Context: an optimization exercise on an open-source flow, tuned for a short achievable clock period and few clock cycles. The choices shown serve that exercise and are no tape-out recipe. Function was checked by simulation only, so behaviour that the tests miss may differ from the original. Power figures rest on the tool's default switching activity, not on a simulated workload.

==> flow/design.v <==
package rv_isa_pkg;
	typedef enum logic [6:0] {
		OP     = 7'b0110011,
		OP_IMM = 7'b0010011,
		LOAD   = 7'b0000011,
		STORE  = 7'b0100011,
		BRANCH = 7'b1100011,
		JAL    = 7'b1101111,
		JALR   = 7'b1100111,
		LUI    = 7'b0110111,
		AUIPC  = 7'b0010111
	} opcode_t;
	typedef struct packed {
		logic [6:0] funct7;
		logic [4:0] rs2;
		logic [4:0] rs1;
		logic [2:0] funct3;
		logic [4:0] rd;
		opcode_t    opcode;
	} r_fmt_t;
	typedef struct packed {
		logic [11:0] imm;
		logic [4:0]  rs1;
		logic [2:0]  funct3;
		logic [4:0]  rd;
		opcode_t     opcode;
	} i_fmt_t;
	typedef struct packed {
		logic [6:0] imm_hi;    
		logic [4:0] rs2;
		logic [4:0] rs1;
		logic [2:0] funct3;
		logic [4:0] imm_lo;    
		opcode_t    opcode;
	} s_fmt_t;
	typedef struct packed {
		logic       imm12;
		logic [5:0] imm10_5;
		logic [4:0] rs2;
		logic [4:0] rs1;
		logic [2:0] funct3;
		logic [3:0] imm4_1;
		logic       imm11;
		opcode_t    opcode;
	} b_fmt_t;
	typedef struct packed {
		logic       imm20;
		logic [9:0] imm10_1;
		logic       imm11;
		logic [7:0] imm19_12;
		logic [4:0] rd;
		opcode_t    opcode;
	} j_fmt_t;
	typedef struct packed {
		logic [19:0] imm31_12;
		logic [4:0]  rd;
		opcode_t     opcode;
	} u_fmt_t;
	typedef union packed {
		r_fmt_t r;
		i_fmt_t i;
		s_fmt_t s;
		b_fmt_t b;
		j_fmt_t j;
		u_fmt_t u;
	} inst_t;
	localparam logic [2:0] F3_ADD  = 3'b000;
	localparam logic [2:0] F3_SLL  = 3'b001;
	localparam logic [2:0] F3_SLT  = 3'b010;
	localparam logic [2:0] F3_SLTU = 3'b011;
	localparam logic [2:0] F3_XOR  = 3'b100;
	localparam logic [2:0] F3_SR   = 3'b101;    
	localparam logic [2:0] F3_OR   = 3'b110;
	localparam logic [2:0] F3_AND  = 3'b111;
	localparam logic [2:0] F3_LB   = 3'b000;
	localparam logic [2:0] F3_LH   = 3'b001;
	localparam logic [2:0] F3_LW   = 3'b010;
	localparam logic [2:0] F3_LBU  = 3'b100;
	localparam logic [2:0] F3_LHU  = 3'b101;
	localparam logic [2:0] F3_BEQ  = 3'b000;
	localparam logic [2:0] F3_BNE  = 3'b001;
	localparam logic [2:0] F3_BLT  = 3'b100;
	localparam logic [2:0] F3_BGE  = 3'b101;
	localparam logic [2:0] F3_BLTU = 3'b110;
	localparam logic [2:0] F3_BGEU = 3'b111;
endpackage
package core_pkg;
	localparam int XLEN  = 32;
	localparam int NREGS = 32;
	typedef logic [XLEN-1:0]          word_t;
	typedef logic [$clog2(NREGS)-1:0] reg_idx_t;
	typedef enum logic [3:0] {
		ALU_ADD,
		ALU_SUB,
		ALU_SLL,
		ALU_SLT,
		ALU_SLTU,
		ALU_XOR,
		ALU_SRL,
		ALU_SRA,
		ALU_OR,
		ALU_AND,
		ALU_PASS_B    
	} alu_op_t;
	typedef enum logic [2:0] {
		IMM_I,
		IMM_S,
		IMM_B,
		IMM_J,
		IMM_U
	} imm_sel_t;
	typedef enum logic [1:0] {
		WB_LOAD,
		WB_ALU,
		WB_PC4
	} wb_sel_t;
	typedef struct packed {
		logic     reg_we;
		logic     a_pc;       
		logic     b_imm;      
		alu_op_t  alu_op;
		imm_sel_t imm_sel;
		wb_sel_t  wb_sel;
		logic     mem_we;
		logic     is_branch;
		logic     is_jump;
	} ctrl_t;
	typedef struct packed {
		word_t addr;     
		word_t wdata;
		logic  we;
	} dmem_req_t;
endpackage
`timescale 1ns/10ps
module rv_core (
	input  logic        clk,
	input  logic        reset,
	output logic [31:0] imem_addr,
	input  logic [31:0] imem_data,
	output logic [64:0] dmem_req,
	input  logic [31:0] dmem_rdata
);
	localparam logic [6:0] OPC_OP     = 7'b0110011;
	localparam logic [6:0] OPC_OP_IMM = 7'b0010011;
	localparam logic [6:0] OPC_LOAD   = 7'b0000011;
	localparam logic [6:0] OPC_STORE  = 7'b0100011;
	localparam logic [6:0] OPC_BRANCH = 7'b1100011;
	localparam logic [6:0] OPC_JAL    = 7'b1101111;
	localparam logic [6:0] OPC_JALR   = 7'b1100111;
	localparam logic [6:0] OPC_LUI    = 7'b0110111;
	localparam logic [6:0] OPC_AUIPC  = 7'b0010111;
	logic [31:0] pc_f;
	localparam int NB = 8;
	logic [NB-1:0] btb_v;
	logic [31:1]   btb_tag [NB];
	logic [31:1]   btb_tgt [NB];
	logic [1:0]    btb_ctr [NB];
	logic [NB-1:0] btb_bwd;
	logic [2:0]    btb_lc [NB];
	logic [2:0]    btb_lt [NB];
	logic [NB-1:0] btb_lv;
	logic [NB-1:0] btb_ex;
	logic [$clog2(NB)-1:0] btb_ptr;
	logic          req_v;         
	logic [31:1]   req_tag;
	logic [31:1]   req_tgt;
	logic          req_bwd;
	logic [NB-1:0] req_inv;       
	logic          upd_v;         
	logic [NB-1:0] upd_vec;
	logic          upd_taken;
	logic        v_d;
	logic [31:0] ir_d;
	logic [31:0] pc_d;
	logic [31:0] sel1_d;         
	logic [31:0] sel2_d;         
	logic [NB-1:0] hvec_d;
	logic        hit_d, pred_d;
	logic [31:1] ptgt_d;
	logic        v_e;
	logic        regwe_e;        
	logic [4:0]  rd_e;
	logic        load_e;
	logic        memwe_e;
	logic        br_e;
	logic [5:0]  bt_e;           
	logic        jalr_e;
	logic        pred_e;         
	logic        hit_e;
	logic [NB-1:0] hvec_e;
	logic [31:0] pc_e;
	logic [31:1] ptgt_e;         
	logic        pre_sel_e;      
	logic [31:0] pre_e;
	logic [2:0]  f3_e;           
	logic [2:0]  lf3_e;          
	logic        sub_e;          
	logic        sra_e;
	logic [31:0] a_e;            
	logic [31:0] s_e;            
	logic [31:0] bx_e;           
	logic        fa_m, fa_w, fa_n;    
	logic        fb_m, fb_w, fb_n;    
	logic        fs_m, fs_w, fs_n;    
	logic [31:0] brt_e;          
	logic [31:0] pc4_e;
	logic        v_m;
	logic        regwe_m;
	logic [4:0]  rd_m;
	logic        load_m;
	logic [2:0]  f3_m;
	logic [31:0] res_m;
	logic [31:0] daddr_q;
	logic [31:0] dwdata_q;
	logic        dwe_q;
	logic        jalr_m;         
	logic        jpred_m;        
	logic [31:1] jptgt_m;
	logic [31:1] jt_m;           
	logic [31:0] pc_m;
	logic [NB-1:0] hvec_m;
	logic        v_w;
	logic        regwe_w;
	logic [4:0]  rd_w;
	logic [31:0] res_w;          
	logic [31:0] regs [32];      
	logic [31:1] rvalid;         
	assign imem_addr = pc_f;
	assign dmem_req  = {daddr_q, dwdata_q, dwe_q};
	logic [NB-1:0] hvec_f;
	logic [31:1]   ptgt_f;
	logic [1:0]    pctr_f;
	logic          pex_f;
	logic          hit_f, pred_f;
	logic [31:0]   sel1_f, sel2_f;
	logic          jal_f, bwd_f;      
	logic [31:0]   stgt_f;            
	always_comb begin
		ptgt_f = '0;
		pctr_f = '0;
		pex_f  = 1'b0;
		for (int i = 0; i < NB; i++) begin
			hvec_f[i] = btb_v[i] && (btb_tag[i] == pc_f[31:1]);
			if (hvec_f[i]) begin
				ptgt_f = ptgt_f | btb_tgt[i];
				pctr_f = pctr_f | btb_ctr[i];
				pex_f  = pex_f | btb_ex[i];
			end
		end
		hit_f = |hvec_f;
	end
	assign jal_f  = (imem_data[6:0] == OPC_JAL);
	assign bwd_f  = (imem_data[6:0] == OPC_BRANCH) && imem_data[31];
	assign stgt_f = pc_f + (jal_f
		? {{11{imem_data[31]}}, imem_data[31], imem_data[19:12], imem_data[20], imem_data[30:21], 1'b0}
		: {{19{imem_data[31]}}, imem_data[31], imem_data[7], imem_data[30:25], imem_data[11:8], 1'b0});
	assign pred_f = hit_f ? (pctr_f[1] && !pex_f) : (jal_f || bwd_f);
	always_comb begin
		for (int i = 0; i < 32; i++) begin
			sel1_f[i] = (i != 0) && (imem_data[19:15] == i[4:0]);
			sel2_f[i] = (i != 0) && (imem_data[24:20] == i[4:0]);
		end
	end
	logic wb_en;
	assign wb_en = v_w && regwe_w;
	logic [6:0] opc_d;
	logic [2:0] f3_d;
	logic [4:0] rs1_d, rs2_d, rd_d;
	logic is_op_d, is_opimm_d, is_load_d, is_store_d, is_br_d;
	logic is_jal_d, is_jalr_d, is_lui_d, is_auipc_d;
	logic use1_d, use2_d, regwe_d, bimm_d, sub_d;
	logic [31:0] imm_i_d, imm_s_d, imm_b_d, imm_j_d, imm_u_d;
	logic [31:0] rf1_d, rf2_d, rv1_d, rv2_d;
	logic [31:0] tgt_d;
	logic [31:0] pc4_d;
	assign opc_d = ir_d[6:0];
	assign f3_d  = ir_d[14:12];
	assign rd_d  = ir_d[11:7];
	assign rs1_d = ir_d[19:15];
	assign rs2_d = ir_d[24:20];
	assign is_op_d    = (opc_d == OPC_OP);
	assign is_opimm_d = (opc_d == OPC_OP_IMM);
	assign is_load_d  = (opc_d == OPC_LOAD);
	assign is_store_d = (opc_d == OPC_STORE);
	assign is_br_d    = (opc_d == OPC_BRANCH);
	assign is_jal_d   = (opc_d == OPC_JAL);
	assign is_jalr_d  = (opc_d == OPC_JALR);
	assign is_lui_d   = (opc_d == OPC_LUI);
	assign is_auipc_d = (opc_d == OPC_AUIPC);
	assign use1_d  = is_op_d || is_opimm_d || is_load_d || is_store_d || is_br_d || is_jalr_d;
	assign use2_d  = is_op_d || is_store_d || is_br_d;
	assign regwe_d = (is_op_d || is_opimm_d || is_load_d || is_jal_d || is_jalr_d
		|| is_lui_d || is_auipc_d) && (rd_d != 5'd0);
	assign bimm_d  = !(is_op_d || is_br_d);
	assign sub_d   = (is_op_d && f3_d == 3'b000 && ir_d[30])
		|| ((is_op_d || is_opimm_d) && (f3_d == 3'b010 || f3_d == 3'b011));
	assign imm_i_d = {{20{ir_d[31]}}, ir_d[31:20]};
	assign imm_s_d = {{20{ir_d[31]}}, ir_d[31:25], ir_d[11:7]};
	assign imm_b_d = {{19{ir_d[31]}}, ir_d[31], ir_d[7], ir_d[30:25], ir_d[11:8], 1'b0};
	assign imm_j_d = {{11{ir_d[31]}}, ir_d[31], ir_d[19:12], ir_d[20], ir_d[30:21], 1'b0};
	assign imm_u_d = {ir_d[31:12], 12'b0};
	always_comb begin
		rf1_d = '0;
		rf2_d = '0;
		for (int i = 1; i < 32; i++) begin
			rf1_d = rf1_d | ({32{sel1_d[i] && rvalid[i]}} & regs[i]);
			rf2_d = rf2_d | ({32{sel2_d[i] && rvalid[i]}} & regs[i]);
		end
		rv1_d = (wb_en && rd_w == rs1_d && rs1_d != 5'd0) ? res_w : rf1_d;
		rv2_d = (wb_en && rd_w == rs2_d && rs2_d != 5'd0) ? res_w : rf2_d;
	end
	assign tgt_d = pc_d + (is_jal_d ? imm_j_d : imm_b_d);
	assign pc4_d = pc_d + 32'd4;
	logic m1_e, m2_e, m1_m, m2_m;
	assign m1_e = v_e && regwe_e && (rd_e == rs1_d);
	assign m2_e = v_e && regwe_e && (rd_e == rs2_d);
	assign m1_m = v_m && regwe_m && (rd_m == rs1_d);
	assign m2_m = v_m && regwe_m && (rd_m == rs2_d);
	logic [31:0] a, b, b2, s;
	logic [32:0] sum;
	logic [31:0] alu, res_e, sra, sll, srl;
	logic        lt_a, ltu_a;
	logic        eq, lt, ltu, cond;
	logic        ex_redir;
	logic [31:0] ex_tgt;
	assign a  = ({32{fa_m}} & res_m) | ({32{fa_w}} & res_w) | ({32{fa_n}} & a_e);
	assign s  = ({32{fs_m}} & res_m) | ({32{fs_w}} & res_w) | ({32{fs_n}} & s_e);
	assign b2 = ({32{fb_m}} & (res_m ^ {32{sub_e}})) | ({32{fb_w}} & (res_w ^ {32{sub_e}}))
		| ({32{fb_n}} & bx_e);
	assign b  = b2;    
	logic [31:0] pg_g [6];
	logic [31:0] pg_p [6];
	logic [32:0] carry;
	assign pg_g[0] = (a & b2) | {31'b0, (a[0] ^ b2[0]) & sub_e};
	assign pg_p[0] = a ^ b2;
	for (genvar k = 0; k < 5; k++) begin : g_pfx
		for (genvar i = 0; i < 32; i++) begin : g_bit
			if (i >= (1 << k)) begin : g_op
				assign pg_g[k+1][i] = pg_g[k][i] | (pg_p[k][i] & pg_g[k][i - (1 << k)]);
				assign pg_p[k+1][i] = pg_p[k][i] & pg_p[k][i - (1 << k)];
			end else begin : g_pass
				assign pg_g[k+1][i] = pg_g[k][i];
				assign pg_p[k+1][i] = pg_p[k][i];
			end
		end
	end
	assign carry = {pg_g[5], sub_e};
	assign sum   = {carry[32], pg_p[0] ^ carry[31:0]};
	assign ltu_a = !sum[32];
	assign lt_a  = (a[31] == b2[31]) ? a[31] : sum[31];    
	assign sra   = $signed(a) >>> b[4:0];
	assign sll   = a << b[4:0];
	assign srl   = a >> b[4:0];
	always_comb begin
		case (f3_e)
			3'b000:  alu = sum[31:0];
			3'b001:  alu = sll;
			3'b010:  alu = {31'b0, lt_a};
			3'b011:  alu = {31'b0, ltu_a};
			3'b100:  alu = a ^ b;
			3'b101:  alu = sra_e ? sra : srl;
			3'b110:  alu = a | b;
			default: alu = a & b;
		endcase
	end
	assign res_e = pre_sel_e ? pre_e : alu;
	assign eq  = (a == s);
	assign lt  = ($signed(a) < $signed(s));
	assign ltu = (a < s);
	assign cond = |(bt_e & {!ltu, ltu, !lt, lt, !eq, eq});
	assign ex_redir = v_e && br_e && (cond != pred_e);
	assign ex_tgt   = pred_e ? pc4_e : brt_e;
	logic m_redir;
	assign m_redir = jalr_m && !(jpred_m && jptgt_m == jt_m);
	logic [1:0]  a10_m;
	logic [7:0]  lane_b;
	logic [15:0] lane_h;
	logic [31:0] load_val;
	assign a10_m = res_m[1:0];
	always_comb begin
		case (a10_m)
			2'd0: lane_b = dmem_rdata[7:0];
			2'd1: lane_b = dmem_rdata[15:8];
			2'd2: lane_b = dmem_rdata[23:16];
			default: lane_b = dmem_rdata[31:24];
		endcase
		lane_h = a10_m[1] ? dmem_rdata[31:16] : dmem_rdata[15:0];
		case (f3_m)
			3'b000:  load_val = {{24{lane_b[7]}}, lane_b};
			3'b001:  load_val = {{16{lane_h[15]}}, lane_h};
			3'b010:  load_val = dmem_rdata;
			3'b100:  load_val = {24'b0, lane_b};
			3'b101:  load_val = {16'b0, lane_h};
			default: load_val = 32'b0;
		endcase
	end
	logic stall;
	logic [31:0] pc_seq;         
	assign stall = v_d && v_e && load_e && regwe_e
		&& ((use1_d && rs1_d == rd_e) || (use2_d && rs2_d == rd_e));
	always_comb begin
		if (m_redir)
			pc_seq = {jt_m, 1'b0};
		else if (stall)
			pc_seq = pc_f;
		else if (pred_f)
			pc_seq = hit_f ? {ptgt_f, 1'b0} : stgt_f;
		else
			pc_seq = pc_f + 32'd4;
	end
	always_ff @(posedge clk or posedge reset) begin
		if (reset) begin
			pc_f   <= 32'b0;
			v_d    <= 1'b0;
			v_e    <= 1'b0;
			v_m    <= 1'b0;
			v_w    <= 1'b0;
			dwe_q  <= 1'b0;
			jalr_m <= 1'b0;
		end else begin
			pc_f   <= (ex_redir && !m_redir) ? ex_tgt : pc_seq;
			if (m_redir || ex_redir)
				v_d <= 1'b0;
			else if (!stall)
				v_d <= 1'b1;
			v_e    <= v_d && !m_redir && !ex_redir && !stall;
			v_m    <= v_e && !m_redir;
			dwe_q  <= v_e && memwe_e && !m_redir;
			jalr_m <= v_e && jalr_e && !m_redir;
			v_w    <= v_m;
		end
	end
	always_ff @(posedge clk) begin
		if (!stall) begin
			ir_d   <= imem_data;
			sel1_d <= sel1_f;
			sel2_d <= sel2_f;
			pc_d   <= pc_f;
			hvec_d <= hvec_f;
			hit_d  <= hit_f;
			pred_d <= pred_f;
			ptgt_d <= ptgt_f;
		end
		if (!stall) begin
			regwe_e   <= regwe_d;
			rd_e      <= rd_d;
			load_e    <= is_load_d;
			memwe_e   <= is_store_d && (f3_d == 3'b010);
			br_e      <= is_br_d;
			bt_e      <= {is_br_d && f3_d == 3'b111, is_br_d && f3_d == 3'b110,
			              is_br_d && f3_d == 3'b101, is_br_d && f3_d == 3'b100,
			              is_br_d && f3_d == 3'b001, is_br_d && f3_d == 3'b000};
			jalr_e    <= is_jalr_d;
			pred_e    <= pred_d;
			hit_e     <= hit_d;
			hvec_e    <= hvec_d;
			pc_e      <= pc_d;
			ptgt_e    <= ptgt_d;
			pre_sel_e <= is_lui_d || is_auipc_d || is_jal_d || is_jalr_d;
			pre_e     <= is_lui_d ? imm_u_d : is_auipc_d ? (pc_d + imm_u_d) : pc4_d;
			f3_e      <= (is_op_d || is_opimm_d) ? f3_d : 3'b000;
			lf3_e     <= f3_d;
			sub_e     <= sub_d;
			sra_e     <= ir_d[30];
			a_e       <= rv1_d;
			s_e       <= rv2_d;
			bx_e      <= (!bimm_d ? rv2_d : is_store_d ? imm_s_d : imm_i_d) ^ {32{sub_d}};
			fa_m      <= m1_e;
			fa_w      <= m1_m && !m1_e;
			fa_n      <= !m1_m && !m1_e;
			fb_m      <= m2_e && !bimm_d;
			fb_w      <= m2_m && !m2_e && !bimm_d;
			fb_n      <= !(m2_m || m2_e) || bimm_d;
			fs_m      <= m2_e;
			fs_w      <= m2_m && !m2_e;
			fs_n      <= !m2_m && !m2_e;
			brt_e     <= tgt_d;
			pc4_e     <= pc4_d;
		end
		regwe_m  <= regwe_e;
		rd_m     <= rd_e;
		load_m   <= load_e;
		f3_m     <= lf3_e;
		res_m    <= res_e;
		daddr_q  <= sum[31:0];
		dwdata_q <= s;
		jpred_m  <= pred_e;
		jptgt_m  <= ptgt_e;
		jt_m     <= sum[31:1];
		pc_m     <= pc_e;
		hvec_m   <= hvec_e;
		regwe_w <= regwe_m;
		rd_w    <= rd_m;
		res_w   <= load_m ? load_val : res_m;
	end
	logic e_alloc;
	assign e_alloc = v_e && br_e && !hit_e && cond;
	always_ff @(posedge clk or posedge reset) begin
		if (reset) begin
			req_v   <= 1'b0;
			upd_v   <= 1'b0;
			btb_v   <= '0;
			btb_ptr <= '0;
		end else begin
			req_v <= m_redir || e_alloc;
			upd_v <= v_e && br_e && hit_e;
			btb_v <= btb_v & ~req_inv;
			if (req_v) begin
				btb_v[btb_ptr] <= 1'b1;
				btb_ptr <= btb_ptr + 1'b1;
			end
		end
	end
	always_ff @(posedge clk) begin
		if (m_redir) begin
			req_tag <= pc_m[31:1];
			req_tgt <= jt_m;
			req_bwd <= 1'b0;
		end else begin
			req_tag <= pc_e[31:1];
			req_tgt <= brt_e[31:1];
			req_bwd <= brt_e[31:1] < pc_e[31:1];
		end
		req_inv   <= m_redir ? hvec_m : '0;
		upd_vec   <= hvec_e;
		upd_taken <= cond;
		if (upd_v) begin
			for (int i = 0; i < NB; i++) begin
				if (upd_vec[i]) begin
					if (upd_taken && btb_ctr[i] != 2'b11)
						btb_ctr[i] <= btb_ctr[i] + 1'b1;
					else if (!upd_taken && btb_ctr[i] != 2'b00)
						btb_ctr[i] <= btb_ctr[i] - 1'b1;
					if (upd_taken) begin
						btb_lc[i] <= btb_lc[i] + 3'd1;
						if (btb_lc[i] == 3'd7)
							btb_lv[i] <= 1'b0;
						btb_ex[i] <= btb_bwd[i] && btb_lv[i] && (btb_lc[i] != 3'd7)
							&& (btb_lc[i] + 3'd1 == btb_lt[i]);
					end else begin
						btb_lc[i] <= 3'd0;
						btb_lt[i] <= btb_lc[i];
						btb_lv[i] <= (btb_lc[i] != 3'd7);
						btb_ex[i] <= btb_bwd[i] && (btb_lc[i] == 3'd0);
					end
				end
			end
		end
		if (req_v) begin
			btb_tag[btb_ptr] <= req_tag;
			btb_tgt[btb_ptr] <= req_tgt;
			btb_ctr[btb_ptr] <= 2'b11;
			btb_bwd[btb_ptr] <= req_bwd;
			btb_lc[btb_ptr]  <= 3'd1;
			btb_lv[btb_ptr]  <= 1'b0;
			btb_ex[btb_ptr]  <= 1'b0;
		end
	end
	always_ff @(posedge clk or posedge reset) begin
		if (reset)
			rvalid <= '0;
		else if (wb_en)
			rvalid[rd_w] <= 1'b1;
	end
	always_ff @(posedge clk) begin
		if (wb_en)
			regs[rd_w] <= res_w;
	end
endmodule
==> flow/flow/run.sh <==
#!/bin/bash
# The standard layout (standard.sh), with stronger timing repair:
#  - sizing may change a cell's footprint (the platform default forbids it)
#  - port buffers are buf_4 cells (every port still gets its own buffer)
# All tool output stays in the ORFS logs under orfs/logs, and standard.log.
set -o pipefail
MARGIN=${MARGIN:-7}
TNS=${TNS:-100}
sed -E "s/SETUP_SLACK_MARGIN=[^ ]+/SETUP_SLACK_MARGIN=$MARGIN/; s/TNS_END_PERCENT=[^ ]+/TNS_END_PERCENT=$TNS/; s/^make -C ([^ ]+) /make -C \1 MATCH_CELL_FOOTPRINT=0 BUFFER_PORTS_ARGS='-buffer_cell sky130_fd_sc_hd__buf_4' /" standard.sh > my_standard.sh
bash my_standard.sh > standard.log 2>&1
==> flow/standard.sh <==
#!/bin/bash
# synth_recipe.tcl (not shown) runs the flow's synth.tcl, then flattens the netlist and writes it again
# the make line also repeats each setting of config.mk as NAME=value (left out here)
make -C /OpenROAD-flow-scripts/flow DESIGN_CONFIG=/design/flow/config.mk WORK_HOME=/design/flow/orfs CLKGATE_MAP_FILE= SYNTH_SCRIPT=/design/flow/synth_recipe.tcl "${@:-finish}"
==> flow/config.mk <==
export PLATFORM = sky130hd
export DESIGN_NAME = rv_core
export DESIGN_NICKNAME = rv_core
export VERILOG_FILES = /design/flow/design.v
export SDC_FILE = /design/flow/constraint.sdc
export NUM_CORES = 4
export LEC_CHECK = 0
export ABC_CLOCK_PERIOD_IN_PS = 3000
export CAP_MARGIN = 20
export CORE_MARGIN = 2
export CORE_UTILIZATION = 35
export SETUP_SLACK_MARGIN = 5
export SLEW_MARGIN = 20
export TNS_END_PERCENT = 100
==> flow/constraint.sdc <==
create_clock -name core_clock -period 11.0 [get_ports {clk}]
set_input_delay 2.2000 -clock core_clock [delete_from_list [all_inputs] [get_ports {clk}]]
set_output_delay 2.2000 -clock core_clock [all_outputs]
set_load 0.01 [all_outputs]
==> impl_table.tex, run 1 <==
\begin{tabular}{lr}
\hline
Metric & Value \\
\hline
\multicolumn{2}{l}{\textbf{Clock tree}} \\
Clock tree from TritonCTS & built \\
Clock tree sinks & 2408 \\
TritonCTS Buffers & 265 \\
Library cell used as clock root buffer & clkbuf\_16 \\
CTS HTree Levels & 5 \\
Clock insertion delay at the later pin of the skew report & 0.96 ns \\
Largest buffer count on any clock path & 4 \\
Register clock-pin slew on the reported worst setup and hold paths & 0.06 ns \\
CTS Hold Buffers Added & 0 \\
\multicolumn{2}{l}{\textbf{STA}} \\
Total Neg Setup Slack & 0 ns \\
Count of endpoints failing setup in the final report & 0 \\
Post-layout minimum cycle time & 5.10 ns \\
Unrepaired setup endpoints after global routing & true \\
Slew margin rel. & 8.69\% \\
Transition at the pin with the smallest max-transition slack & 1.36 ns \\
Skew final & 0.0949 ns \\
Post-route clock period utilization & 46.3\% \\
Max Slew Vio Count & 0 \\
Max Clk Rate & 196 MHz \\
Final Hold Violating Endpoints & 0 \\
\multicolumn{2}{l}{\textbf{Worst hold path}} \\
Hold WC Path Type & flip-flop to flip-flop \\
\multicolumn{2}{l}{\textbf{Synthesis}} \\
Most used flip-flop cell after synthesis & edfxtp\_1 \\
Netlist area before placement & 0.110 mm² \\
EDFF count, synth & 1983 \\
Sequential cell area fraction in the yosys report & 62.4\% \\
Register bit total from synthesis & 2408 \\
Synthesized netlist cell count & 8654 \\
Average size of a mapped cell & 12.7 µm² \\
Share of synthesized registers carrying an async set or reset & 3.41\% \\
Netlist cell types & 98 \\
YS warnings & 4 \\
\multicolumn{2}{l}{\textbf{Critical path}} \\
Worst Path Max Fanout & 4 \\
Required time reported for the critical path endpoint & 11.75 ns \\
Startpoint Class & primary input \\
Sequence of cells on the critical path & buf\_8 -> nor2b\_4 -> nand4\_1 -> nor2\_4 -> buf\_12 -> mux2\_4 -> ha\_4 -> fa\_2 -> a211oi\_4 -> o21ai\_2 -> a21oi\_4 -> buf\_6 -> a211oi\_4 -> o311ai\_4 -> o21ai\_2 -> buf\_4 -> a21oi\_4 -> xor2\_1 -> o21ai\_1 -> a311oi\_1 -> a21oi\_1 \\
Delay-heaviest family, CP & compound AO/OA/AOI/OAI gates \\
CP bufs+invs & 4 \\
Kind of capture point of the worst setup path & flip-flop \\
Highest-delay cell along the critical path & fa\_2 \\
Crit path largest cell delay & 0.37 ns \\
Critical path type & primary input to flip-flop \\
Data arrival time of the critical path & 5.85 ns \\
\multicolumn{2}{l}{\textbf{Routing}} \\
Number of iterations in the first detailed-routing pass & 14 \\
Via-per-instance ratio & 6.62 \\
Antenna Violating Nets Remaining & 0 \\
WL final & 497000 µm \\
Total via count after detailed routing & 88600 \\
WL per Instance & 37.1 µm \\
Violation count after the first detailed-routing iteration & 17100 \\
Number of remaining DRC errors & 0 \\
\multicolumn{2}{l}{\textbf{Die}} \\
Initial Utilization & 35.2\% \\
Row count & 205 \\
Die outline area & 0.318 mm² \\
Number of top-level design ports & 163 \\
Die Ht & 564 µm \\
Core footprint & 0.312 mm² \\
Horiz. Die Dim & 564 µm \\
\multicolumn{2}{l}{\textbf{Power and ir drop}} \\
Total power divided by cell area & 210 mW/mm² \\
Maximum VDD drop & 0.000136 V \\
Leakage Power & 46.0 nW \\
\multicolumn{2}{l}{\textbf{Cells and area}} \\
Total non-filler cell area in the finished layout & 0.130 mm² \\
Final Net Count & 9320 \\
P\&R area growth vs syn & 18.9\% \\
Share of layout cells above drive strength 1 & 18.4\% \\
Max reg flops & 992 \\
Top flop regs & regs: 992 flops, btb\_tag: 248 flops, btb\_tgt: 248 flops \\
Most flops, register & regs \\
\multicolumn{2}{l}{\textbf{Global routing}} \\
Largest net degree at the start of global routing & 158 \\
Antenna violations before repair & 43 \\
Remaining global-route overflow & 0 \\
Number of global-route vias before repair & 82800 \\
Global router's overall resource usage & 29.8\% \\
Global-route wire length before repair & 665000 µm \\
\multicolumn{2}{l}{\textbf{Placed design}} \\
Global placement routability congestion & 0.986 \\
HPWL Detailed & 297000 µm \\
Cell area after placement & 0.116 mm² \\
I/O Buffers & 162 \\
\multicolumn{2}{l}{\textbf{Run}} \\
Max Cap Violations & 0 \\
\multicolumn{2}{l}{\textbf{Status}} \\
Result of the run & complete, no violations \\
\hline
\end{tabular}
[per-layer routing]
layer	up-vias	track usage (%)	routed length (µm)
met3	2316	10.9	69400
met4	35	20.0	42800
li1	34800	-	-
met1	43500	35.7	172000
met5	-	0.238	390
met2	7995	44.7	212000
[cell usage in the layout (no fill, tap or decap), drive strengths merged, types with 34 or more instances in the layout]
| cell | Yosys | final |
|---|---|---|
| xor2 | 79 | 79 |
| a21o | 93 | 93 |
| a211oi | 46 | 46 |
| edfxtp | 1983 | 1983 |
| nand2 | 439 | 439 |
| nor4 | 39 | 39 |
| nand3 | 266 | 267 |
| dfrtp | 82 | 82 |
| clkinv | 3 | 101 |
| o32a | 50 | 50 |
| a222oi | 126 | 126 |
| a22oi | 510 | 510 |
| nand4 | 236 | 236 |
| nand2b | 36 | 36 |
| a22o | 319 | 319 |
| a221o | 34 | 34 |
| mux2i | 76 | 76 |
| mux2 | 79 | 79 |
| clkbuf | 437 | 363 |
| and3 | 97 | 97 |
| o22ai | 78 | 78 |
| and2 | 107 | 107 |
| o211ai | 41 | 41 |
| inv | 277 | 292 |
| o21ai | 253 | 253 |
| nor2 | 445 | 445 |
| a31oi | 45 | 45 |
| xnor2 | 450 | 450 |
| ha | 248 | 248 |
| buf | 161 | 651 |
| nor3 | 119 | 119 |
| dfxtp | 343 | 343 |
| a221oi | 327 | 327 |
| a21oi | 379 | 379 |
[Yosys cell counts, drive strengths merged, types with 29 or more instances]
cell | number | share of area, %
a31oi | 45 | 0.26
a211oi | 46 | 0.31
mux2 | 79 | 0.81
a222oi | 126 | 1.1
a21oi | 379 | 1.7
buf | 161 | 0.73
nand2b | 36 | 0.21
nor3 | 119 | 0.55
o21a | 33 | 0.23
a22oi | 510 | 3.5
ha | 248 | 2.8
nor2 | 445 | 1.5
xnor2 | 450 | 3.6
a221o | 34 | 0.31
and2 | 107 | 0.61
xor2 | 79 | 0.63
a21o | 93 | 0.64
o32a | 50 | 0.46
a22o | 319 | 2.5
nand4 | 236 | 1.4
nor2b | 29 | 0.17
mux2i | 76 | 0.69
edfxtp | 1983 | 54
dfxtp | 343 | 6.3
a221oi | 327 | 2.6
inv | 277 | 0.95
and3 | 97 | 0.55
clkbuf | 437 | 1.5
nand3 | 266 | 1.2
dfrtp | 82 | 1.9
o21ai | 253 | 1.2
o211ai | 41 | 0.28
nand2 | 439 | 1.5
o22ai | 78 | 0.44
nor4 | 39 | 0.25
[kinds of logic (layout without fill, tap and decap cells)]
logic type	after synthesis	count (layout)	synth area share, %
other	0	23	0
AND/OR/NAND/NOR	1922	1923	8.68
AO/OA/AOI/OAI	2502	2502	17.0
flip-flops	2408	2408	62.4
buffers and inverters	878	1441	3.19
adder cells (fa/ha/maj)	254	254	2.94
multiplexers	161	161	1.63
XOR/XNOR	529	529	4.22
[cell type report]
class                   instances  area (µm²)
inverters                     280        1180
diodes                         23        57.6
well taps                    4140        5180
fillers                     28600      181000
repair buffers                671        6040
repair inverters                5        58.8
clock inverters               142        1600
clock buffers                 343        7220
flip-flops and latches       2408       68600
multi-input cells            5369       40500
[final timing paths]
kind / to / slack (ns) / start / cells past startpoint
max: pc_f[27]$_DFFE_PP0P_ / 5.90 / imem_data[4] / 21
min: upd_vec[6]$_DFF_P_ / 0.30 / hvec_e[6]$_DFFE_PN_ / 0
max reg2reg: pc_f[21]$_DFFE_PP0P_ / 6.18 / fa_m$_DFFE_PN_ / 19
min reg2reg: upd_vec[6]$_DFF_P_ / 0.30 / hvec_e[6]$_DFFE_PN_ / 0
max in group asynchronous: pc_f[3]$_DFFE_PP0P_ / 8.02 / reset / 3
min in group asynchronous: rvalid[26]$_DFFE_PP0P_ / 1.45 / reset / 2
[report_power, final]
| group | switching, mW | internal, mW |
|---|---|---|
| Sequential | 1.24 | 11.1 |
| Clock | 3.92 | 5.19 |
| Combinational | 3.61 | 2.38 |
[metrics by stage]
stage               total power [mW]  std cells  worst slack, ns  hold WS (ns)  util [%]
global route                    28.1      13400             5.75         0.324      41.8
detailed placement              17.4      12600             4.47         0.327      37.3
global placement                17.3      12600             4.46         0.324      37.3
CTS                             27.0      13300             5.99         0.312      41.3
finish                          27.4      13400             5.90         0.302      41.8
floorplan                       15.0       8654             1.19         0.323         -
[repair_timing]
action                     4_1_cts  5_1_grt
gates cloned                    19        7
buffers inserted               194       58
gates resized for setup        446      201
pin swaps                      159      149
setup endpoints to repair      215      124
Testbench counts, summed over its fixed seeds: cycles 41,207.
==> run 2, diff against run 1 <==
--- a/flow/design.v
+++ b/flow/design.v
@@ -133,4 +133,83 @@
 endpackage
 `timescale 1ns/10ps
+module pg_op (
+	input  logic gh,
+	input  logic ph,
+	input  logic gl,
+	input  logic pl,
+	output logic g,
+	output logic p
+);
+	assign g = gh | (ph & gl);
+	assign p = ph & pl;
+endmodule
+module g_op (
+	input  logic gh,
+	input  logic ph,
+	input  logic gl,
+	output logic g
+);
+	assign g = gh | (ph & gl);
+endmodule
+module ks_add32 (
+	input  logic [31:0] a,
+	input  logic [31:0] b,
+	input  logic        cin,
+	output logic [31:0] sum,
+	output logic        cout
+);
+	logic [31:0] gg [6];
+	logic [31:0] pp [6];
+	logic [31:0] p0;
+	assign p0 = a ^ b;
+	assign pp[0] = p0;
+	assign gg[0][31:1] = a[31:1] & b[31:1];
+	g_op u_g0 (.gh(a[0] & b[0]), .ph(p0[0]), .gl(cin), .g(gg[0][0]));
+	for (genvar k = 0; k < 5; k++) begin : g_lvl
+		for (genvar i = 0; i < 32; i++) begin : g_bit
+			if (i >= (1 << k)) begin : g_op_i
+				pg_op u_pg (
+					.gh(gg[k][i]), .ph(pp[k][i]),
+					.gl(gg[k][i - (1 << k)]), .pl(pp[k][i - (1 << k)]),
+					.g(gg[k+1][i]), .p(pp[k+1][i])
+				);
+			end else begin : g_pass
+				assign gg[k+1][i] = gg[k][i];
+				assign pp[k+1][i] = pp[k][i];
+			end
+		end
+	end
+	assign sum  = p0 ^ {gg[5][30:0], cin};
+	assign cout = gg[5][31];
+endmodule
+module ks_cout32 (
+	input  logic [31:0] a,
+	input  logic [31:0] b,
+	input  logic        cin,
+	output logic        cout
+);
+	logic [31:0] g1, p1;
+	logic [15:0] g2, p2;
+	logic [7:0]  g3, p3;
+	logic [3:0]  g4, p4;
+	logic [1:0]  g5, p5;
+	assign p1 = a ^ b;
+	assign g1[31:1] = a[31:1] & b[31:1];
+	g_op u_g0 (.gh(a[0] & b[0]), .ph(p1[0]), .gl(cin), .g(g1[0]));
+	for (genvar i = 0; i < 16; i++) begin : g_l2
+		pg_op u (.gh(g1[2*i+1]), .ph(p1[2*i+1]), .gl(g1[2*i]), .pl(p1[2*i]), .g(g2[i]), .p(p2[i]));
+	end
+	for (genvar i = 0; i < 8; i++) begin : g_l3
+		pg_op u (.gh(g2[2*i+1]), .ph(p2[2*i+1]), .gl(g2[2*i]), .pl(p2[2*i]), .g(g3[i]), .p(p3[i]));
+	end
+	for (genvar i = 0; i < 4; i++) begin : g_l4
+		pg_op u (.gh(g3[2*i+1]), .ph(p3[2*i+1]), .gl(g3[2*i]), .pl(p3[2*i]), .g(g4[i]), .p(p4[i]));
+	end
+	for (genvar i = 0; i < 2; i++) begin : g_l5
+		pg_op u (.gh(g4[2*i+1]), .ph(p4[2*i+1]), .gl(g4[2*i]), .pl(p4[2*i]), .g(g5[i]), .p(p5[i]));
+	end
+	g_op u_top (.gh(g5[1]), .ph(p5[1]), .gl(g5[0]), .g(cout));
+endmodule
+`timescale 1ns/10ps
 module rv_core (
 	input  logic        clk,
@@ -185,4 +264,5 @@
 	logic        br_e;
 	logic [5:0]  bt_e;           
+	logic        k1_e;           
 	logic        jalr_e;
 	logic        pred_e;         
@@ -192,4 +272,5 @@
 	logic [31:1] ptgt_e;         
 	logic        pre_sel_e;      
+	logic [7:0]  rs_e;           
 	logic [31:0] pre_e;
 	logic [2:0]  f3_e;           
@@ -235,5 +316,5 @@
 	logic [31:0]   sel1_f, sel2_f;
 	logic          jal_f, bwd_f;      
-	logic [31:0]   stgt_f;            
+	logic [31:0]   tj_f, tb_f;        
 	always_comb begin
 		ptgt_f = '0;
@@ -252,7 +333,10 @@
 	assign jal_f  = (imem_data[6:0] == OPC_JAL);
 	assign bwd_f  = (imem_data[6:0] == OPC_BRANCH) && imem_data[31];
-	assign stgt_f = pc_f + (jal_f
-		? {{11{imem_data[31]}}, imem_data[31], imem_data[19:12], imem_data[20], imem_data[30:21], 1'b0}
-		: {{19{imem_data[31]}}, imem_data[31], imem_data[7], imem_data[30:25], imem_data[11:8], 1'b0});
+	ks_add32 u_tj (.a(pc_f), .b({{11{imem_data[31]}}, imem_data[31], imem_data[19:12], imem_data[20],
+		imem_data[30:21], 1'b0}), .cin(1'b0), .sum(tj_f), .cout());
+	ks_add32 u_tb (.a(pc_f), .b({{19{imem_data[31]}}, imem_data[31], imem_data[7], imem_data[30:25],
+		imem_data[11:8], 1'b0}), .cin(1'b0), .sum(tb_f), .cout());
+	logic [31:0] pc4_f;
+	ks_add32 u_pc4f (.a(pc_f), .b(32'd4), .cin(1'b0), .sum(pc4_f), .cout());
 	assign pred_f = hit_f ? (pctr_f[1] && !pex_f) : (jal_f || bwd_f);
 	always_comb begin
@@ -269,5 +353,5 @@
 	logic is_op_d, is_opimm_d, is_load_d, is_store_d, is_br_d;
 	logic is_jal_d, is_jalr_d, is_lui_d, is_auipc_d;
-	logic use1_d, use2_d, regwe_d, bimm_d, sub_d;
+	logic use1_d, use2_d, regwe_d, bimm_d, sub_d, pre_sel_d;
 	logic [31:0] imm_i_d, imm_s_d, imm_b_d, imm_j_d, imm_u_d;
 	logic [31:0] rf1_d, rf2_d, rv1_d, rv2_d;
@@ -293,4 +377,5 @@
 		|| is_lui_d || is_auipc_d) && (rd_d != 5'd0);
 	assign bimm_d  = !(is_op_d || is_br_d);
+	assign pre_sel_d = is_lui_d || is_auipc_d || is_jal_d || is_jalr_d;
 	assign sub_d   = (is_op_d && f3_d == 3'b000 && ir_d[30])
 		|| ((is_op_d || is_opimm_d) && (f3_d == 3'b010 || f3_d == 3'b011));
@@ -310,6 +395,10 @@
 		rv2_d = (wb_en && rd_w == rs2_d && rs2_d != 5'd0) ? res_w : rf2_d;
 	end
-	assign tgt_d = pc_d + (is_jal_d ? imm_j_d : imm_b_d);
-	assign pc4_d = pc_d + 32'd4;
+	logic [31:0] tgtj_d, tgtb_d, auipc_d;
+	ks_add32 u_tgtj (.a(pc_d), .b(imm_j_d), .cin(1'b0), .sum(tgtj_d), .cout());
+	ks_add32 u_tgtb (.a(pc_d), .b(imm_b_d), .cin(1'b0), .sum(tgtb_d), .cout());
+	ks_add32 u_pc4d (.a(pc_d), .b(32'd4), .cin(1'b0), .sum(pc4_d), .cout());
+	ks_add32 u_auipc (.a(pc_d), .b(imm_u_d), .cin(1'b0), .sum(auipc_d), .cout());
+	assign tgt_d = is_jal_d ? tgtj_d : tgtb_d;
 	logic m1_e, m2_e, m1_m, m2_m;
 	assign m1_e = v_e && regwe_e && (rd_e == rs1_d);
@@ -329,22 +418,5 @@
 		| ({32{fb_n}} & bx_e);
 	assign b  = b2;    
-	logic [31:0] pg_g [6];
-	logic [31:0] pg_p [6];
-	logic [32:0] carry;
-	assign pg_g[0] = (a & b2) | {31'b0, (a[0] ^ b2[0]) & sub_e};
-	assign pg_p[0] = a ^ b2;
-	for (genvar k = 0; k < 5; k++) begin : g_pfx
-		for (genvar i = 0; i < 32; i++) begin : g_bit
-			if (i >= (1 << k)) begin : g_op
-				assign pg_g[k+1][i] = pg_g[k][i] | (pg_p[k][i] & pg_g[k][i - (1 << k)]);
-				assign pg_p[k+1][i] = pg_p[k][i] & pg_p[k][i - (1 << k)];
-			end else begin : g_pass
-				assign pg_g[k+1][i] = pg_g[k][i];
-				assign pg_p[k+1][i] = pg_p[k][i];
-			end
-		end
-	end
-	assign carry = {pg_g[5], sub_e};
-	assign sum   = {carry[32], pg_p[0] ^ carry[31:0]};
+	ks_add32 u_alu_add (.a(a), .b(b2), .cin(sub_e), .sum(sum[31:0]), .cout(sum[32]));
 	assign ltu_a = !sum[32];
 	assign lt_a  = (a[31] == b2[31]) ? a[31] : sum[31];    
@@ -352,22 +424,62 @@
 	assign sll   = a << b[4:0];
 	assign srl   = a >> b[4:0];
-	always_comb begin
-		case (f3_e)
-			3'b000:  alu = sum[31:0];
-			3'b001:  alu = sll;
-			3'b010:  alu = {31'b0, lt_a};
-			3'b011:  alu = {31'b0, ltu_a};
-			3'b100:  alu = a ^ b;
-			3'b101:  alu = sra_e ? sra : srl;
-			3'b110:  alu = a | b;
-			default: alu = a & b;
-		endcase
-	end
-	assign res_e = pre_sel_e ? pre_e : alu;
-	assign eq  = (a == s);
-	assign lt  = ($signed(a) < $signed(s));
-	assign ltu = (a < s);
+	assign res_e = ({32{rs_e[0]}} & sum[31:0])
+		| ({32{rs_e[1]}} & sll)
+		| ({32{rs_e[2]}} & {31'b0, lt_a})
+		| ({32{rs_e[3]}} & {31'b0, ltu_a})
+		| ({32{rs_e[4]}} & (a ^ b))
+		| ({32{rs_e[5] && sra_e}} & sra)
+		| ({32{rs_e[5] && !sra_e}} & srl)
+		| ({32{rs_e[6]}} & (a | b))
+		| ({32{rs_e[7]}} & (a & b))
+		| ({32{pre_sel_e}} & pre_e);
+	logic [8:0] c_e;             
+	logic eq_mw, eq_mn, eq_wn, eq_nm, eq_nw, eq_nn;
+	logic lt_mw, lt_mn, lt_wm, lt_wn, lt_nm, lt_nw, lt_nn;
+	logic lu_mw, lu_mn, lu_wm, lu_wn, lu_nm, lu_nw, lu_nn;
+	logic ge_mw, ge_mn, ge_wm, ge_wn, ge_nm, ge_nw, ge_nn;
+	logic geu_mw, geu_mn, geu_wm, geu_wn, geu_nm, geu_nw, geu_nn;
+	assign eq_mw = (res_m == res_w);
+	assign eq_mn = (res_m == s_e);
+	assign eq_wn = (res_w == s_e);
+	assign eq_nm = (a_e == res_m);
+	assign eq_nw = (a_e == res_w);
+	assign eq_nn = (a_e == s_e);
+	ks_cout32 u_lt_mw (.a({!res_m[31], res_m[30:0]}), .b({res_w[31], ~res_w[30:0]}), .cin(1'b1), .cout(ge_mw));
+	ks_cout32 u_lu_mw (.a(res_m), .b(~res_w), .cin(1'b1), .cout(geu_mw));
+	assign lt_mw = !ge_mw;
+	assign lu_mw = !geu_mw;
+	ks_cout32 u_lt_mn (.a({!res_m[31], res_m[30:0]}), .b({s_e[31], ~s_e[30:0]}), .cin(1'b1), .cout(ge_mn));
+	ks_cout32 u_lu_mn (.a(res_m), .b(~s_e), .cin(1'b1), .cout(geu_mn));
+	assign lt_mn = !ge_mn;
+	assign lu_mn = !geu_mn;
+	ks_cout32 u_lt_wm (.a({!res_w[31], res_w[30:0]}), .b({res_m[31], ~res_m[30:0]}), .cin(1'b1), .cout(ge_wm));
+	ks_cout32 u_lu_wm (.a(res_w), .b(~res_m), .cin(1'b1), .cout(geu_wm));
+	assign lt_wm = !ge_wm;
+	assign lu_wm = !geu_wm;
+	ks_cout32 u_lt_wn (.a({!res_w[31], res_w[30:0]}), .b({s_e[31], ~s_e[30:0]}), .cin(1'b1), .cout(ge_wn));
+	ks_cout32 u_lu_wn (.a(res_w), .b(~s_e), .cin(1'b1), .cout(geu_wn));
+	assign lt_wn = !ge_wn;
+	assign lu_wn = !geu_wn;
+	ks_cout32 u_lt_nm (.a({!a_e[31], a_e[30:0]}), .b({res_m[31], ~res_m[30:0]}), .cin(1'b1), .cout(ge_nm));
+	ks_cout32 u_lu_nm (.a(a_e), .b(~res_m), .cin(1'b1), .cout(geu_nm));
+	assign lt_nm = !ge_nm;
+	assign lu_nm = !geu_nm;
+	ks_cout32 u_lt_nw (.a({!a_e[31], a_e[30:0]}), .b({res_w[31], ~res_w[30:0]}), .cin(1'b1), .cout(ge_nw));
+	ks_cout32 u_lu_nw (.a(a_e), .b(~res_w), .cin(1'b1), .cout(geu_nw));
+	assign lt_nw = !ge_nw;
+	assign lu_nw = !geu_nw;
+	ks_cout32 u_lt_nn (.a({!a_e[31], a_e[30:0]}), .b({s_e[31], ~s_e[30:0]}), .cin(1'b1), .cout(ge_nn));
+	ks_cout32 u_lu_nn (.a(a_e), .b(~s_e), .cin(1'b1), .cout(geu_nn));
+	assign lt_nn = !ge_nn;
+	assign lu_nn = !geu_nn;
+	assign eq  = c_e[8] | (c_e[7] & eq_mw) | (c_e[6] & eq_mn) | (c_e[5] & eq_mw) | c_e[4]
+		| (c_e[3] & eq_wn) | (c_e[2] & eq_nm) | (c_e[1] & eq_nw) | (c_e[0] & eq_nn);
+	assign lt  = (c_e[7] & lt_mw) | (c_e[6] & lt_mn) | (c_e[5] & lt_wm)
+		| (c_e[3] & lt_wn) | (c_e[2] & lt_nm) | (c_e[1] & lt_nw) | (c_e[0] & lt_nn);
+	assign ltu = (c_e[7] & lu_mw) | (c_e[6] & lu_mn) | (c_e[5] & lu_wm)
+		| (c_e[3] & lu_wn) | (c_e[2] & lu_nm) | (c_e[1] & lu_nw) | (c_e[0] & lu_nn);
 	assign cond = |(bt_e & {!ltu, ltu, !lt, lt, !eq, eq});
-	assign ex_redir = v_e && br_e && (cond != pred_e);
+	assign ex_redir = v_e && br_e && !k1_e && (cond != pred_e);
 	assign ex_tgt   = pred_e ? pc4_e : brt_e;
 	logic m_redir;
@@ -397,4 +509,5 @@
 	logic stall;
 	logic [31:0] pc_seq;         
+	logic        s_tj, s_tb;     
 	assign stall = v_d && v_e && load_e && regwe_e
 		&& ((use1_d && rs1_d == rd_e) || (use2_d && rs2_d == rd_e));
@@ -404,9 +517,11 @@
 		else if (stall)
 			pc_seq = pc_f;
-		else if (pred_f)
-			pc_seq = hit_f ? {ptgt_f, 1'b0} : stgt_f;
+		else if (hit_f && pred_f)
+			pc_seq = {ptgt_f, 1'b0};
 		else
-			pc_seq = pc_f + 32'd4;
+			pc_seq = pc4_f;
 	end
+	assign s_tj = !m_redir && !stall && !hit_f && jal_f;
+	assign s_tb = !m_redir && !stall && !hit_f && bwd_f;
 	always_ff @(posedge clk or posedge reset) begin
 		if (reset) begin
@@ -419,5 +534,6 @@
 			jalr_m <= 1'b0;
 		end else begin
-			pc_f   <= (ex_redir && !m_redir) ? ex_tgt : pc_seq;
+			pc_f   <= (ex_redir && !m_redir) ? ex_tgt
+				: (({32{s_tj}} & tj_f) | ({32{s_tb}} & tb_f) | ({32{!s_tj && !s_tb}} & pc_seq));
 			if (m_redir || ex_redir)
 				v_d <= 1'b0;
@@ -442,5 +558,5 @@
 			ptgt_d <= ptgt_f;
 		end
-		if (!stall) begin
+		begin
 			regwe_e   <= regwe_d;
 			rd_e      <= rd_d;
@@ -452,4 +568,5 @@
 			              is_br_d && f3_d == 3'b001, is_br_d && f3_d == 3'b000};
 			jalr_e    <= is_jalr_d;
+			k1_e      <= (imm_b_d == 32'd4);
 			pred_e    <= pred_d;
 			hit_e     <= hit_d;
@@ -457,7 +574,9 @@
 			pc_e      <= pc_d;
 			ptgt_e    <= ptgt_d;
-			pre_sel_e <= is_lui_d || is_auipc_d || is_jal_d || is_jalr_d;
-			pre_e     <= is_lui_d ? imm_u_d : is_auipc_d ? (pc_d + imm_u_d) : pc4_d;
+			pre_sel_e <= pre_sel_d;
+			pre_e     <= is_lui_d ? imm_u_d : is_auipc_d ? auipc_d : pc4_d;
 			f3_e      <= (is_op_d || is_opimm_d) ? f3_d : 3'b000;
+			for (int i = 0; i < 8; i++)
+				rs_e[i] <= pre_sel_d ? 1'b0 : ((is_op_d || is_opimm_d) ? (f3_d == i[2:0]) : (i == 0));
 			lf3_e     <= f3_d;
 			sub_e     <= sub_d;
@@ -475,4 +594,9 @@
 			fs_w      <= m2_m && !m2_e;
 			fs_n      <= !m2_m && !m2_e;
+			c_e       <= {m1_e && m2_e, m1_e && !m2_e && m2_m, m1_e && !m2_e && !m2_m,
+			              !m1_e && m1_m && m2_e, !m1_e && m1_m && !m2_e && m2_m,
+			              !m1_e && m1_m && !m2_e && !m2_m,
+			              !m1_e && !m1_m && m2_e, !m1_e && !m1_m && !m2_e && m2_m,
+			              !m1_e && !m1_m && !m2_e && !m2_m};
 			brt_e     <= tgt_d;
 			pc4_e     <= pc4_d;
--- a/flow/config.mk
+++ b/flow/config.mk
@@ -12,3 +12,4 @@
 export SETUP_SLACK_MARGIN = 5
 export SLEW_MARGIN = 20
+export SYNTH_HIERARCHICAL = 1
 export TNS_END_PERCENT = 100
==> impl_table.tex, run 2 <==
\begin{tabular}{lr}
\hline
Metric & Value \\
\hline
\multicolumn{2}{l}{\textbf{STA}} \\
Unrepaired setup endpoints after global routing & true \\
Max Clk Rate & 246 MHz (+25\%) \\
Post-layout minimum cycle time & 4.06 ns (-1.03 ns) \\
Slew margin rel. & 13.7\% (+5.0 points) \\
Max Slew Vio Count & 0 (unchanged) \\
Total Neg Setup Slack & 0 ns (unchanged) \\
Transition at the pin with the smallest max-transition slack & 1.29 ns (-0.0699 ns) \\
Worst setup margin & 6.94 ns (+1.03 ns) \\
Post-route clock period utilization & 36.9\% (-9.4 points) \\
Skew final & 0.120 ns (+0.0250 ns) \\
Count of endpoints failing setup in the final report & 0 (unchanged) \\
Final Hold Violating Endpoints & 0 (unchanged) \\
\multicolumn{2}{l}{\textbf{Routing}} \\
WL final & 616000 µm (+24\%) \\
Violation count after the first detailed-routing iteration & 19800 (+16\%) \\
Total via count after detailed routing & 111000 (+25\%) \\
Number of iterations in the first detailed-routing pass & 13 (-1) \\
Antenna Violating Nets Remaining & 0 (unchanged) \\
WL per Instance & 35.5 µm (-4.4\%) \\
Via-per-instance ratio & 6.38 (-3.6\%) \\
Number of remaining DRC errors & 0 (unchanged) \\
\multicolumn{2}{l}{\textbf{Global routing}} \\
Global router's overall resource usage & 30.6\% (+0.86 points) \\
Largest net degree at the start of global routing & 82 (-48\%) \\
Number of global-route vias before repair & 104000 (+26\%) \\
Antenna violations before repair & 71 (+65\%) \\
Remaining global-route overflow & 0 (unchanged) \\
Global-route wire length before repair & 831000 µm (+25\%) \\
\multicolumn{2}{l}{\textbf{Power and ir drop}} \\
Gate power share & 34.1\% (+12 points) \\
Leakage Power & 65.0 nW (+41\%) \\
Internal power contribution & 20.7 mW (+11\%) \\
Sw Share & 37.6\% (+5.6 points) \\
Total power divided by cell area & 217 mW/mm² (+3.6\%) \\
Maximum VDD drop & 0.000178 V (+31\%) \\
Power share of the sequential group & 37.3\% (-7.6 points) \\
Clk pwr share & 28.6\% (-4.6 points) \\
Net switching component of the power & 12.5 mW (+43\%) \\
\multicolumn{2}{l}{\textbf{Synthesis}} \\
Netlist area before placement & 0.133 mm² (+21\%) \\
Average size of a mapped cell & 11.3 µm² (-11\%) \\
Synthesized netlist cell count & 11800 (+36\%) \\
YS warnings & 13 (+9) \\
\multicolumn{2}{l}{\textbf{Critical path}} \\
Highest-delay cell along the critical path & nand2\_1 \\
Sequence of cells on the critical path & buf\_4 -> a22oi\_1 -> nand2\_1 -> inv\_1 -> a21oi\_2 -> nor3\_1 -> a21o\_1 -> mux2i\_1 -> mux2i\_1 -> o21a\_1 -> o221ai\_1 \\
Critical path type & flip-flop to flip-flop \\
Delay-heaviest family, CP & compound AO/OA/AOI/OAI gates \\
Crit path largest cell delay & 0.54 ns (+0.17 ns) \\
CP bufs+invs & 2 (-2) \\
Cell type with the highest occurrence count on the critical path & mux2i\_1 \\
Worst Path Max Fanout & 32 (+28) \\
Required time reported for the critical path endpoint & 11.79 ns (+0.04 ns) \\
Startpoint Class & flip-flop \\
Kind of capture point of the worst setup path & flip-flop \\
Data arrival time of the critical path & 4.85 ns (-1.00 ns) \\
\multicolumn{2}{l}{\textbf{Clock tree}} \\
CTS Hold Buffers Added & 0 (unchanged) \\
Register clock-pin slew on the reported worst setup and hold paths & 0.06 ns (about the same) \\
Clock insertion delay at the later pin of the skew report & 0.97 ns (about the same) \\
Clock tree sinks & 2425 (+0.71\%) \\
TritonCTS Buffers & 274 (+3.4\%) \\
Largest buffer count on any clock path & 4 (unchanged) \\
Library cell used as clock root buffer & clkbuf\_16 \\
Clock tree from TritonCTS & built \\
CTS HTree Levels & 5 (unchanged) \\
\multicolumn{2}{l}{\textbf{Status}} \\
Result of the run & complete, no violations \\
\multicolumn{2}{l}{\textbf{Cells and area}} \\
Max reg flops & 992 (unchanged) \\
P\&R area growth vs syn & 14.9\% \\
Most flops, register & regs \\
Share of layout cells above drive strength 1 & 11.6\% (-6.8 points) \\
Fin cells & 17400 (+30\%) \\
Total non-filler cell area in the finished layout & 0.153 mm² (+17\%) \\
Final Net Count & 13000 (+39\%) \\
Top flop regs & regs: 992 flops, btb\_tag: 248 flops, btb\_tgt: 248 flops \\
Most common cell after layout, fill and taps aside & edfxtp\_1 \\
Commonest non-fill, non-tap cells in the layout & edfxtp\_1, a21o\_1, and2\_1 \\
Fill cell count & 36200 (+27\%) \\
\multicolumn{2}{l}{\textbf{Die}} \\
Initial Utilization & 35.1\% (-0.048 points) \\
Die Ht & 621 µm (+10\%) \\
Core footprint & 0.379 mm² (+21\%) \\
Row count & 226 (+10\%) \\
Number of top-level design ports & 163 (unchanged) \\
Die outline area & 0.385 mm² (+21\%) \\
Horiz. Die Dim & 621 µm (+10\%) \\
\multicolumn{2}{l}{\textbf{Run}} \\
Max Cap Violations & 0 (unchanged) \\
\multicolumn{2}{l}{\textbf{Worst hold path}} \\
Hold WC Path Type & flip-flop to flip-flop \\
\multicolumn{2}{l}{\textbf{Placed design}} \\
Dpl ws & 5.87 ns (+1.40 ns) \\
HPWL Detailed & 398000 µm (+34\%) \\
Cell count after placement & 16800 (+33\%) \\
Global placement routability congestion & 1.00 (+1.9\%) \\
Cell area after placement & 0.142 mm² (+22\%) \\
I/O Buffers & 162 (unchanged) \\
\hline
\end{tabular}
-- run 2: layout make-up --
cell class	instances	area, µm²	share of cell area, %
antenna	28	70.1	0.0458
clock buffer	369	7550	4.94
clock inverter	129	1580	1.03
inverter	389	1540	1.01
multi-input combinational	8409	64400	42.1
sequential	2425	66000	43.2
tap	5016	6280	4.10
timing repair buffer	592	5490	3.59
timing repair inverter	2	15.0	0.00982
-- run 2: power groups by stage --
stage | clock (mW) | combinational, mW | sequential (mW)
3_3_place_gp | 0 | 10.5 | 12.5
4_1_cts | 9.51 | 10.7 | 12.3
2_1_floorplan | 0 | 6.70 | 11.6
3_5_place_dp | 0 | 10.4 | 12.5
6_report | 9.49 | 11.3 | 12.4
5_1_grt | 9.86 | 11.9 | 12.4
-- run 2: metal layers --
metal / up-vias / GRT usage, % / wire [µm]
li1: 45500 / - / -
met1: 54200 / 40.0 / 233000
met2: 8895 / 44.1 / 250000
met3: 2209 / 9.24 / 84100
met4: 30 / 19.3 / 48600
met5: - / 0.126 / 249
-- run 2: path summary, 6_finish.rpt --
check | cells after the start | to | slack, ns | start
max | 11 | res_m[0]$_DFF_P_ | 6.94 | fa_m$_DFF_P_
min | 0 | jptgt_m[24]$_DFF_P_ | 0.30 | ptgt_e[24]$_DFF_P_
max reg2reg | 11 | res_m[0]$_DFF_P_ | 6.94 | fa_m$_DFF_P_
min reg2reg | 0 | jptgt_m[24]$_DFF_P_ | 0.30 | ptgt_e[24]$_DFF_P_
max in group asynchronous | 4 | pc_f[3]$_DFF_PP0_ | 8.08 | reset
min in group asynchronous | 3 | dwe_q$_DFF_PP0_ | 1.39 | reset
-- run 2: through the flow --
stage,utilization (%),hold slack [ns],power [mW]
6_report,40.4,0.301,33.3
3_3_place_gp,37.4,0.311,23.0
3_5_place_dp,37.4,0.312,22.9
2_1_floorplan,-,0.310,18.3
5_1_grt,40.4,0.309,34.1
4_1_cts,40.1,0.300,32.5
-- run 2: repair_timing --
item | 4_1_cts | 5_1_grt
hold endpoints to repair | 0 | 0
gates resized for setup | 233 | 135
endpoints found under the setup margin | 146 | 73
setup buffers | 30 | 28
cloned | 6 | 13
pin swaps | 5 | 21
Testbench counts of run 2, summed over its fixed seeds: cycles 41,087.

==> re-timing with driven ports <==
The results above use ideal ports. As a check the final layouts listed here were re-extracted and re-timed, cells and wires unchanged.
Step 1 (the two cells are an assumption about what drives the block):
set clk [get_ports {clk}]
set_driving_cell -lib_cell sky130_fd_sc_hd__clkbuf_16 $clk
set_driving_cell -lib_cell sky130_fd_sc_hd__buf_2 [delete_from_list [all_inputs] $clk]
Step 2 adds t to the input delays and takes it off the output delays; t is the mean of the earliest and latest rising clock arrival at the registers after step 1. Input paths then give back, and output paths get back, about the clock's delay inside the block.
a / b / c = ideal / step 1 / step 2; a / b = the first two.
| run | shift t [ns] | slack for setup (ns) | worst setup path after step 2 | worst data-port slew with drivers (ns) | pins driven straight from the clock port |
|---|---|---|---|---|---|
| run 1 | 1.010 | 5.904 / 5.971 / 4.960 | input to register | 0.16 | 1 |
| run 2 | 1.030 | 6.939 / 6.901 / 6.072 | input to register | 0.13 | 1 |
After both steps every run listed still meets setup and hold. The setup slack of run 1, which loses most, moves by +0.067 ns with the drivers and by -0.944 ns with both steps.
